Context: an optimization exercise on an open-source flow, tuned for small area, a short achievable clock period and few clock cycles. The choices shown serve that exercise and are no tape-out recipe.
RTL that was checked went through simulation tests only; none was proved equivalent to the original.

onyx:
## bicubic_column
module bicubic_column (
    input  wire                           CLK,
    input  wire                           RST,
    input  wire [scaler_pkg::ROW_W-1:0]   v0_i,
    input  wire [scaler_pkg::ROW_W-1:0]   h0_i,
    input  wire [scaler_pkg::SPAN_W-1:0]  sh_i,
    input  wire [scaler_pkg::SPAN_W-1:0]  th_i,
    output logic [scaler_pkg::ADDR_W-1:0] rom_addr_o,
    input  wire cubic_pkg::pixel_t        rom_data_i,
    output logic                          sram_cen_o,
    output logic                          sram_wen_o,
    output logic [scaler_pkg::ADDR_W-1:0] sram_addr_o,
    output cubic_pkg::pixel_t             sram_wdata_o,
    input  wire cubic_pkg::pixel_t        sram_rdata_i,
    output logic                          done_o
);
For scale: roughly 2,900 cells after synthesis, ~83 I/O pins, ~0.027 sq mm of cells after synthesis.
clock: 11.0 ns
lec_check: 0
abc_clock_period_in_ps: 3500
cap_margin: 20
core_margin: 2
core_utilization: 40
setup_slack_margin: 5.0
slew_margin: 20
run.sh (not shown) runs the stock make flow with config.mk's settings and CLKGATE_MAP_FILE= SYNTH_SCRIPT=/design/flow/synth_recipe.tcl, a recipe that flattens the netlist after the stock synthesis.
Testbench counts of onyx, summed over its fixed seeds: cycles 4,462.
--- input diff onyx..yarrow ---
- CORE_UTILIZATION now 65, was 40
Design area, yarrow and onyx: smaller value in yarrow. In the tables for yarrow and onyx, sequential share of layout area reads higher with yarrow. Looking at instance count on the critical path, yarrow sits 2 above onyx. In the flow results for yarrow and onyx, the maximum frequency from static timing analysis is smaller on onyx. On worst slack at placement: between yarrow and onyx, it ends up lower for yarrow. Per the comparison of yarrow with onyx, initial cell density of the core rose by 25 points, die area fell by 0.027 sq mm.
> inputs changed (yarrow -> ember)
- changing CORE_UTILIZATION from 65 to 40
- setting ABC_AREA to 1 for the first time
Compare ember and yarrow | cell count along the critical path higher: yarrow. Utilization after layout in ember is 28 points lower than in yarrow. The cell with the largest stage delay on the worst path comes out sky130_fd_sc_hd__edfxtp_1 in one run and sky130_fd_sc_hd__fa_1 in the other, namely in ember and yarrow respectively. [ember] area used by multi-input combinational logic rose 370 sq um relative to yarrow. Diff yarrow..ember | post-route clock skew | negligible. ember vs. yarrow: pin slew with the least headroom to its limit went up by 0.14 ns.
The inputs of violet differ from those of ember as listed below.
- ABC_AREA: 1 -> unset
- CTS_BUF_LIST: unset -> sky130_fd_sc_hd__clkbuf_4
- CORE_UTILIZATION: 40 -> 65
## What came out
Having completed the whole flow, violet delivered a layout that passed the timing, design-rule and antenna checks.
Higher core area among ember and violet: ember
Diff violet..ember | buffer depth of the longest clock path | unchanged
NOTE cell count after synthesis ember->violet decreased by more than a quarter
Inputs modified between violet and fjord:
- CTS_BUF_LIST removed (was sky130_fd_sc_hd__clkbuf_4)
- SETUP_SLACK_MARGIN removed (was 5.0)
- CORE_UTILIZATION changed from 65 to 40
==> flow/flow/run.sh (new file) <==
#!/bin/bash
set -euo pipefail
export SETUP_SLACK_MARGIN=${MARGIN:-5.5}
bash standard.sh > standard.log 2>&1
==> flow/standard.sh (new file) <==
#!/bin/bash
# synth_recipe.tcl (not shown) runs the flow's synth.tcl, then flattens the netlist and writes it again
# the make line also repeats each setting of config.mk as NAME=value (left out here)
make -C /OpenROAD-flow-scripts/flow DESIGN_CONFIG=/design/flow/config.mk WORK_HOME=/design/flow/orfs CLKGATE_MAP_FILE= SYNTH_SCRIPT=/design/flow/synth_recipe.tcl "${@:-finish}"
removed: flow/run.sh
Notes after the runs:
fjord: flow completed, timing, DRC and antenna clean
In the tables for violet and fjord, final cycle utilization of the critical path reads lower with fjord.
Cmp violet and fjord / met3 wirelength from detailed routing / higher: fjord
Number of filler cells placed in the layout delta for fjord relative to violet: about 100% higher
In the reports for violet and fjord, the smaller final design utilization belongs to fjord.
violet ended up with flop to output pin as its class of the most critical setup path; fjord ended up with flop to flop.
fjord vs violet, number of vias after detailed routing went down by 0.40%.
Compared to violet, fjord shows a wider setup margin.
fjord against violet; number of nets in the finished design is up slightly.
Of fjord and violet, it is fjord that has the lower count of antenna diodes in the layout.


Setup of red:
Another version of the RTL of bicubic_column (not shown whole).
Size: about 3,200 cells after synthesis, about 370 flip-flops, ~83 I/O pins, ~30,000 µm² of cells after synthesis.
export LEC_CHECK = 0
export ABC_CLOCK_PERIOD_IN_PS = 3500
export CAP_MARGIN = 20
export CORE_MARGIN = 2
export CORE_UTILIZATION = 40
export SETUP_SLACK_MARGIN = 5.0
export SLEW_MARGIN = 20
create_clock -name core_clock -period 11.0 [get_ports {CLK}]
Stock flow here: none of the scripts above is used.
Inputs modified between red and blue:
Settings: ABC_CLOCK_PERIOD_IN_PS changed from 3500 to 2500.
## What came out
[compare] base=red new=blue: post-cts repair resize count about even; share of cell area taken by flip-flops and latches about even; cell count of the worst reg-to-reg path about even; count of buffer and inverter cells on the critical path about even.
On final worst slack, red and blue are neck and neck.
From red to blue, shortest clock period the worst path allows after layout did not move at all.
Comparing blue against red, there is no change at all in share of the clock period used by the worst path after layout.
Initial antenna violation count: blue vs red, no meaningful difference
Diff blue..red | die area | unchanged
Edits applied to the flow inputs when going from blue to green:
Settings: clearing SETUP_SLACK_MARGIN, which used to be 5.0; swapping 2500 for 3500 in ABC_CLOCK_PERIOD_IN_PS.
==> flow/flow/run.sh (new file) <==
#!/bin/bash
set -euo pipefail
export SETUP_SLACK_MARGIN=${MARGIN:-7.0}
bash standard.sh > standard.log 2>&1
==> flow/standard.sh (new file) <==
#!/bin/bash
# synth_recipe.tcl (not shown) runs the flow's synth.tcl, then flattens the netlist and writes it again
# the make line also repeats each setting of config.mk as NAME=value (left out here)
make -C /OpenROAD-flow-scripts/flow DESIGN_CONFIG=/design/flow/config.mk WORK_HOME=/design/flow/orfs CLKGATE_MAP_FILE= SYNTH_SCRIPT=/design/flow/synth_recipe.tcl "${@:-finish}"
removed: flow/run.sh
==> summary.txt <==
In green, maximum achievable frequency is higher than in blue. green vs. blue: setup slack after layout has increased, number of storage elements in the synthesis netlist roughly the same, met1 usage has increased, routed via count divided by cell count went up. Area after synthesis came out exactly the same in green and blue. Via count was higher in the run labelled green. Against blue as the reference, green delivers a higher overall routed net length. Total met3 wirelength after detailed routing delta for green relative to blue: 8.5% higher.
No run of this note included a check of the RTL's function; only the layout flow was run.


## build 76
bicubic_column, a different RTL version from the one above (not shown whole).
For scale: ~83 I/O pins, about 27000 um^2 of cells after synthesis.
Settings: LEC_CHECK=0, ABC_CLOCK_PERIOD_IN_PS=3500, CAP_MARGIN=20, CORE_MARGIN=2, CORE_UTILIZATION=40, SLEW_MARGIN=20; clock period 11.0 ns.
standard.sh (not shown) runs the stock make flow with config.mk's settings and CLKGATE_MAP_FILE= SYNTH_SCRIPT=/design/flow/synth_recipe.tcl, a recipe that flattens the netlist after the stock synthesis.
==> flow/flow/run.sh <==
#!/bin/bash
set -euo pipefail
export SETUP_SLACK_MARGIN=${MARGIN:-7.0}
bash standard.sh > standard.log 2>&1
Testbench counts of build 76, summed over its fixed seeds: cycles 4,654.
#### Input delta (build 53 over build 76)
==> flow/run.sh (new file) <==
#!/bin/bash
# synth_recipe.tcl (not shown) runs the flow's synth.tcl, then flattens the netlist and writes it again
# the make line also repeats each setting of config.mk as NAME=value (left out here)
make -C /OpenROAD-flow-scripts/flow DESIGN_CONFIG=/design/flow/config.mk WORK_HOME=/design/flow/orfs CLKGATE_MAP_FILE= SYNTH_SCRIPT=/design/flow/synth_recipe.tcl finish
diff --git a/flow/config.mk b/flow/config.mk
--- a/flow/config.mk
+++ b/flow/config.mk
@@ -6,7 +6,8 @@
 export NUM_CORES = 4
 export LEC_CHECK = 0
-export ABC_CLOCK_PERIOD_IN_PS = 3500
+export ABC_CLOCK_PERIOD_IN_PS = 4500
 export CAP_MARGIN = 20
 export CORE_MARGIN = 2
 export CORE_UTILIZATION = 40
+export SETUP_SLACK_MARGIN = 4.5
 export SLEW_MARGIN = 20
removed: flow/flow/run.sh
removed: flow/standard.sh
Build 53 vs. build 76: met2 usage in global routing lost 3.2 points, critical path depth now sits higher.
For build 76, the highest-delay cell along the critical path was sky130_fd_sc_hd__fa_2, unlike build 53, where it was sky130_fd_sc_hd__edfxtp_1.
Core util | build 53 vs build 76 | build 53 lower
Changes in build 50 relative to build 53:
diff --git a/flow/config.mk b/flow/config.mk
--- a/flow/config.mk
+++ b/flow/config.mk
@@ -6,8 +6,8 @@
 export NUM_CORES = 4
 export LEC_CHECK = 0
-export ABC_CLOCK_PERIOD_IN_PS = 4500
+export ABC_CLOCK_PERIOD_IN_PS = 2500
 export CAP_MARGIN = 20
 export CORE_MARGIN = 2
 export CORE_UTILIZATION = 40
-export SETUP_SLACK_MARGIN = 4.5
+export SETUP_SLACK_MARGIN = 5.0
 export SLEW_MARGIN = 20
## What came out
Changes observed in build 50 relative to build 53: total non-filler cell area in the finished layout saw an increase, clock skew saw little to no change.
Input changes introduced in build 91 (baseline for comparison: build 50):
diff --git a/flow/config.mk b/flow/config.mk
--- a/flow/config.mk
+++ b/flow/config.mk
@@ -6,8 +6,6 @@
 export NUM_CORES = 4
 export LEC_CHECK = 0
-export ABC_CLOCK_PERIOD_IN_PS = 2500
 export CAP_MARGIN = 20
 export CORE_MARGIN = 2
 export CORE_UTILIZATION = 40
-export SETUP_SLACK_MARGIN = 5.0
 export SLEW_MARGIN = 20
==> comparison <==
Compared with build 50, in build 91 final cell area excluding filler cells decreased by about 2% relative to the old numbers. Going from build 50 to build 91, number of non-clock buffers in the layout has decreased, data arrival time of the worst path has increased, global-route usage has decreased. Taking build 50 as the reference, in build 91 area growth from synthesis to layout lost 2.2 points, post-route clock period utilization picked up an extra 8.9 points, worst setup slack lost 0.98 ns.


job 101:
bicubic_column again, from the RTL that the note above started with.
// bicubic_column
module bicubic_column (
    input  wire                           CLK,
    input  wire                           RST,
    input  wire [scaler_pkg::ROW_W-1:0]   v0_i,
    input  wire [scaler_pkg::ROW_W-1:0]   h0_i,
    input  wire [scaler_pkg::SPAN_W-1:0]  sh_i,
    input  wire [scaler_pkg::SPAN_W-1:0]  th_i,
    output logic [scaler_pkg::ADDR_W-1:0] rom_addr_o,
    input  wire cubic_pkg::pixel_t        rom_data_i,
    output logic                          sram_cen_o,
    output logic                          sram_wen_o,
    output logic [scaler_pkg::ADDR_W-1:0] sram_addr_o,
    output cubic_pkg::pixel_t             sram_wdata_o,
    input  wire cubic_pkg::pixel_t        sram_rdata_i,
    output logic                          done_o
);
clock: 11.0 ns
lec_check: 0
abc_clock_period_in_ps: 5000
cap_margin: 20
core_margin: 2
core_utilization: 40
setup_slack_margin: 4.0
slew_margin: 20
run.sh (not shown) runs the stock make flow with config.mk's settings and CLKGATE_MAP_FILE= SYNTH_SCRIPT=/design/flow/synth_recipe.tcl, a recipe that flattens the netlist after the stock synthesis.
Stock flow here: none of the scripts above is used.
Testbench counts of job 101, summed over its fixed seeds: cycles 4,654.
Inputs modified between job 101 and job 102:
- ABC_CLOCK_PERIOD_IN_PS now 3500, was 5000
- SETUP_SLACK_MARGIN now 5.0, was 4.0
As far as synthesized cell count goes, job 101 and job 102 are indistinguishable; the numbers are identical.
Re met1 wire length: job 102 is 220 um up on job 101.
When the final numbers for job 101 and job 102 were put side by side, the worst path buffer plus inverter count turned out to be greater in job 102.
Detailed-route via count ends up higher on job 102.
Job 102 gives more global-route usage than job 101 did.
Sequential cell area share ended up 0.34 points lower on job 102 than on job 101.


Setup of the previous run:
bicubic_column, a different RTL version from the one above (not shown whole).
Size: ~2,900 cells after synthesis, roughly 83 I/O pins, roughly 27,000 sq um of cells after synthesis.
export LEC_CHECK = 0
export ABC_CLOCK_PERIOD_IN_PS = 3500
export CAP_MARGIN = 20
export CORE_MARGIN = 2
export CORE_UTILIZATION = 65
export CTS_BUF_LIST = sky130_fd_sc_hd__clkbuf_8
export SETUP_SLACK_MARGIN = 5.0
export SLEW_MARGIN = 20
export TNS_END_PERCENT = 0
create_clock -name core_clock -period 11.0 [get_ports {CLK}]
standard.sh (not shown) runs the stock make flow with config.mk's settings and CLKGATE_MAP_FILE= SYNTH_SCRIPT=/design/flow/synth_recipe.tcl, a recipe that flattens the netlist after the stock synthesis.
==> flow/flow/run.sh <==
#!/bin/bash
set -euo pipefail
export BUFFER_PORTS_ARGS="-buffer_cell sky130_fd_sc_hd__buf_1"
export CTS_ARGS="-sink_clustering_enable -repair_clock_nets -dont_use_dummy_load -buf_list sky130_fd_sc_hd__clkbuf_8 -sink_clustering_size 16 -sink_clustering_max_diameter 50"
bash standard.sh > standard.log 2>&1
Testbench counts of the previous run, summed over its fixed seeds: cycles 4,462.
## Diff of input files: the current run against the previous run
# the previous run
export LEC_CHECK = 0
export ABC_CLOCK_PERIOD_IN_PS = 3500
export CAP_MARGIN = 20
export CORE_MARGIN = 2
export CORE_UTILIZATION = 65
export CTS_BUF_LIST = sky130_fd_sc_hd__clkbuf_8
export SETUP_SLACK_MARGIN = 5.0
export SLEW_MARGIN = 20
export TNS_END_PERCENT = 0
create_clock -name core_clock -period 11.0 [get_ports {CLK}]
# the current run
export LEC_CHECK = 0
export ABC_CLOCK_PERIOD_IN_PS = 3500
export CAP_MARGIN = 20
export CORE_MARGIN = 2
export CORE_UTILIZATION = 65
export CTS_BUF_LIST = sky130_fd_sc_hd__clkbuf_4
export SETUP_SLACK_MARGIN = 5.0
export SLEW_MARGIN = 20
create_clock -name core_clock -period 11.0 [get_ports {CLK}]
==> flow/flow/run.sh <==
#!/bin/bash
set -euo pipefail
export BUFFER_PORTS_ARGS="-buffer_cell sky130_fd_sc_hd__buf_1"
export CTS_ARGS="-sink_clustering_enable -repair_clock_nets -dont_use_dummy_load -buf_list sky130_fd_sc_hd__clkbuf_4"
bash standard.sh > standard.log 2>&1
[summary]
- In the current run, path length in cells of the critical path is higher than in the previous run.
- Diff the previous run -> the current run: via count went up 399, design area higher.
- [the current run] fmax fell about 0.7% relative to the previous run
- ~same multi-input gate area in the final layout in the previous run and the current run
- The current run vs. the previous run: CTS clock-pin slew for the worst setup and hold paths saw a decrease, final cell count saw an increase, flip-flop and latch count saw little to no change.


bicubic_column, a different RTL version from the one above (not shown whole).
Size in the first run: about 220 flip-flops, ~83 I/O pins, roughly 27,000 µm² of cells after synthesis.
==> flow/config.mk <==
export PLATFORM = sky130hd
export DESIGN_NAME = bicubic_column
export DESIGN_NICKNAME = bicubic_column
export VERILOG_FILES = /design/flow/design.v
export SDC_FILE = /design/flow/constraint.sdc
export NUM_CORES = 4
export LEC_CHECK = 0
export ABC_CLOCK_PERIOD_IN_PS = 3500
export CAP_MARGIN = 20
export CORE_MARGIN = 2
export CORE_UTILIZATION = 65
export CTS_BUF_LIST = sky130_fd_sc_hd__clkbuf_4
export SLEW_MARGIN = 20
==> flow/constraint.sdc <==
create_clock -name core_clock -period 11.0 [get_ports {CLK}]
set_input_delay 2.2000 -clock core_clock [delete_from_list [all_inputs] [get_ports {CLK}]]
set_output_delay 2.2000 -clock core_clock [all_outputs]
set_load 0.01 [all_outputs]
==> flow/flow/run.sh <==
#!/bin/bash
set -euo pipefail
export SETUP_SLACK_MARGIN=4.8
export BUFFER_PORTS_ARGS="-buffer_cell sky130_fd_sc_hd__buf_1"
export CTS_ARGS="-sink_clustering_enable -repair_clock_nets -dont_use_dummy_load -buf_list sky130_fd_sc_hd__clkbuf_8 -sink_clustering_size 16 -sink_clustering_max_diameter 50"
bash standard.sh > standard.log 2>&1
The first run ran to the end with no violations.
Testbench counts at the start, summed over its fixed seeds: cycles 4,462.
Next try:
==> flow/flow/run.sh (replaced) <==
#!/bin/bash
set -euo pipefail
export SETUP_SLACK_MARGIN=5.3
export BUFFER_PORTS_ARGS="-buffer_cell sky130_fd_sc_hd__buf_1"
export CTS_ARGS="-sink_clustering_enable -repair_clock_nets -dont_use_dummy_load -buf_list sky130_fd_sc_hd__clkbuf_8 -sink_clustering_size 16 -sink_clustering_max_diameter 50"
bash standard.sh > standard.log 2>&1
- utilization went up by 1.4 points
- cell area increases by 2.0%
- first-iteration DRC count fell by 1.6%
- worst hold slack hardly moves
- fmax rose by 5.3%
- routed wire length rises by 2.3%
- non-clock buffer count is higher by 37
- sequential share of layout area decreases by 0.36 points
- synthesized area does not change
- global-route usage increases by 0.58 points
Next try:
==> flow/flow/run.sh (replaced) <==
#!/bin/bash
set -euo pipefail
export BUFFER_PORTS_ARGS="-buffer_cell sky130_fd_sc_hd__buf_1"
export CTS_ARGS="-sink_clustering_enable -repair_clock_nets -dont_use_dummy_load -buf_list sky130_fd_sc_hd__clkbuf_8 -sink_clustering_size 16 -sink_clustering_max_diameter 50"
bash standard.sh > standard.log 2>&1
--- a/flow/config.mk
+++ b/flow/config.mk
@@ -9,5 +9,6 @@
 export CAP_MARGIN = 20
 export CORE_MARGIN = 2
-export CORE_UTILIZATION = 65
+export CORE_UTILIZATION = 70
 export CTS_BUF_LIST = sky130_fd_sc_hd__clkbuf_4
+export SETUP_SLACK_MARGIN = 5.0
 export SLEW_MARGIN = 20
=> The new run finished clean. Maximum frequency came out lower by 4.0%. Cell area goes down by 1.7%.
Next try:
==> flow/flow/run.sh (replaced) <==
#!/bin/bash
set -euo pipefail
export SETUP_SLACK_MARGIN=5.2
export BUFFER_PORTS_ARGS="-buffer_cell sky130_fd_sc_hd__buf_1"
export CTS_ARGS="-sink_clustering_enable -repair_clock_nets -dont_use_dummy_load -buf_list sky130_fd_sc_hd__clkbuf_8 -sink_clustering_size 16 -sink_clustering_max_diameter 50"
bash standard.sh > standard.log 2>&1
--- a/flow/config.mk
+++ b/flow/config.mk
@@ -9,6 +9,5 @@
 export CAP_MARGIN = 20
 export CORE_MARGIN = 2
-export CORE_UTILIZATION = 70
+export CORE_UTILIZATION = 65
 export CTS_BUF_LIST = sky130_fd_sc_hd__clkbuf_4
-export SETUP_SLACK_MARGIN = 5.0
 export SLEW_MARGIN = 20
What happened:
- first-iteration DRC count decreases by 2.3%
Next try:
==> flow/flow/run.sh (replaced) <==
#!/bin/bash
set -euo pipefail
export SETUP_SLACK_MARGIN=5.6
export BUFFER_PORTS_ARGS="-buffer_cell sky130_fd_sc_hd__buf_1"
export CTS_ARGS="-sink_clustering_enable -repair_clock_nets -dont_use_dummy_load -buf_list sky130_fd_sc_hd__clkbuf_8 -sink_clustering_size 16 -sink_clustering_max_diameter 50"
bash standard.sh > standard.log 2>&1
=>
- The new run completed without violations
- routed wire length went up by 6.4%
- via count went up by 2.4%
- worst setup slack improves by 0.013 ns

-- re-timing with driven ports --
No port has a modelled driver above. Below, the same layouts with a new extraction and two added sets of constraints. Step 1, drivers: a clkbuf_16 drives CLK and a buf_2 each remaining input, both assumed. Step 2, shift: input delay + t, output delay - t, t = (earliest + latest rising clock arrival at the registers) / 2. This alone moves slack from input paths to output paths. Slacks: ideal ports / drivers / drivers and shift; pairs: ideal ports / drivers.
run | shift t [ns] | setup WS [ns] | hold WS [ns] | worst data-port slew with drivers (ns) | pins driven straight from the clock port
onyx | 0.617 | 5.142 / 5.142 / 4.589 | 0.329 / 0.329 / 0.329 | 0.04 | 1
yarrow | 0.616 | 5.219 / 5.166 / 4.643 | 0.344 / 0.344 / 0.344 | 0.05 | 1
ember | 0.638 | 5.217 / 5.217 / 4.731 | 0.326 / 0.326 / 0.326 | 0.04 | 1
violet | 0.786 | 5.219 / 5.173 / 4.536 | 0.336 / 0.336 / 0.336 | 0.05 | 1
fjord | 0.642 | 5.382 / 5.382 / 5.061 | 0.345 / 0.345 / 0.345 | 0.06 | 1
red | 0.643 | 5.354 / 5.354 / 5.354 | 0.318 / 0.318 / 0.318 | 0.07 | 1
blue | 0.643 | 5.354 / 5.354 / 5.354 | 0.318 / 0.318 / 0.318 | 0.07 | 1
green | 0.653 | 6.042 / 6.042 / 6.042 | 0.306 / 0.306 / 0.306 | 0.07 | 1
build 76 | 0.622 | 5.489 / 5.489 / 5.395 | 0.328 / 0.328 / 0.328 | 0.06 | 1
build 53 | 0.610 | 4.783 / 4.783 / 4.651 | 0.326 / 0.326 / 0.326 | 0.11 | 1
build 50 | 0.611 | 5.139 / 5.139 / 4.714 | 0.326 / 0.326 / 0.326 | 0.10 | 1
build 91 | 0.611 | 4.160 / 4.160 / 4.160 | 0.326 / 0.326 / 0.326 | 0.10 | 1
job 101 | 0.609 | 4.448 / 4.448 / 4.448 | 0.326 / 0.326 / 0.326 | 0.11 | 1
job 102 | 0.611 | 5.139 / 5.139 / 4.714 | 0.326 / 0.326 / 0.326 | 0.10 | 1
the previous run | 0.655 | 5.128 / 5.128 / 4.597 | 0.344 / 0.344 / 0.344 | 0.05 | 1
the current run | 0.757 | 5.088 / 5.088 / 4.616 | 0.340 / 0.340 / 0.340 | 0.04 | 1
the first run of note 6 | 0.647 | 5.143 / 5.143 / 4.957 | 0.336 / 0.336 / 0.336 | 0.09 | 1
the second run of note 6 | 0.645 | 5.438 / 5.438 / 5.059 | 0.336 / 0.336 / 0.336 | 0.08 | 1
the third run of note 6 | 0.641 | 5.205 / 5.205 / 4.948 | 0.341 / 0.341 / 0.341 | 0.09 | 1
the fourth run of note 6 | 0.647 | 5.331 / 5.331 / 4.959 | 0.334 / 0.334 / 0.334 | 0.10 | 1
the fifth run of note 6 | 0.588 | 5.344 / 5.344 / 5.261 | 0.329 / 0.329 / 0.329 | 0.09 | 1
After both steps every run listed still meets setup and hold. The setup slack of violet, which loses most, moves by -0.046 ns with the drivers and by -0.683 ns with both steps.
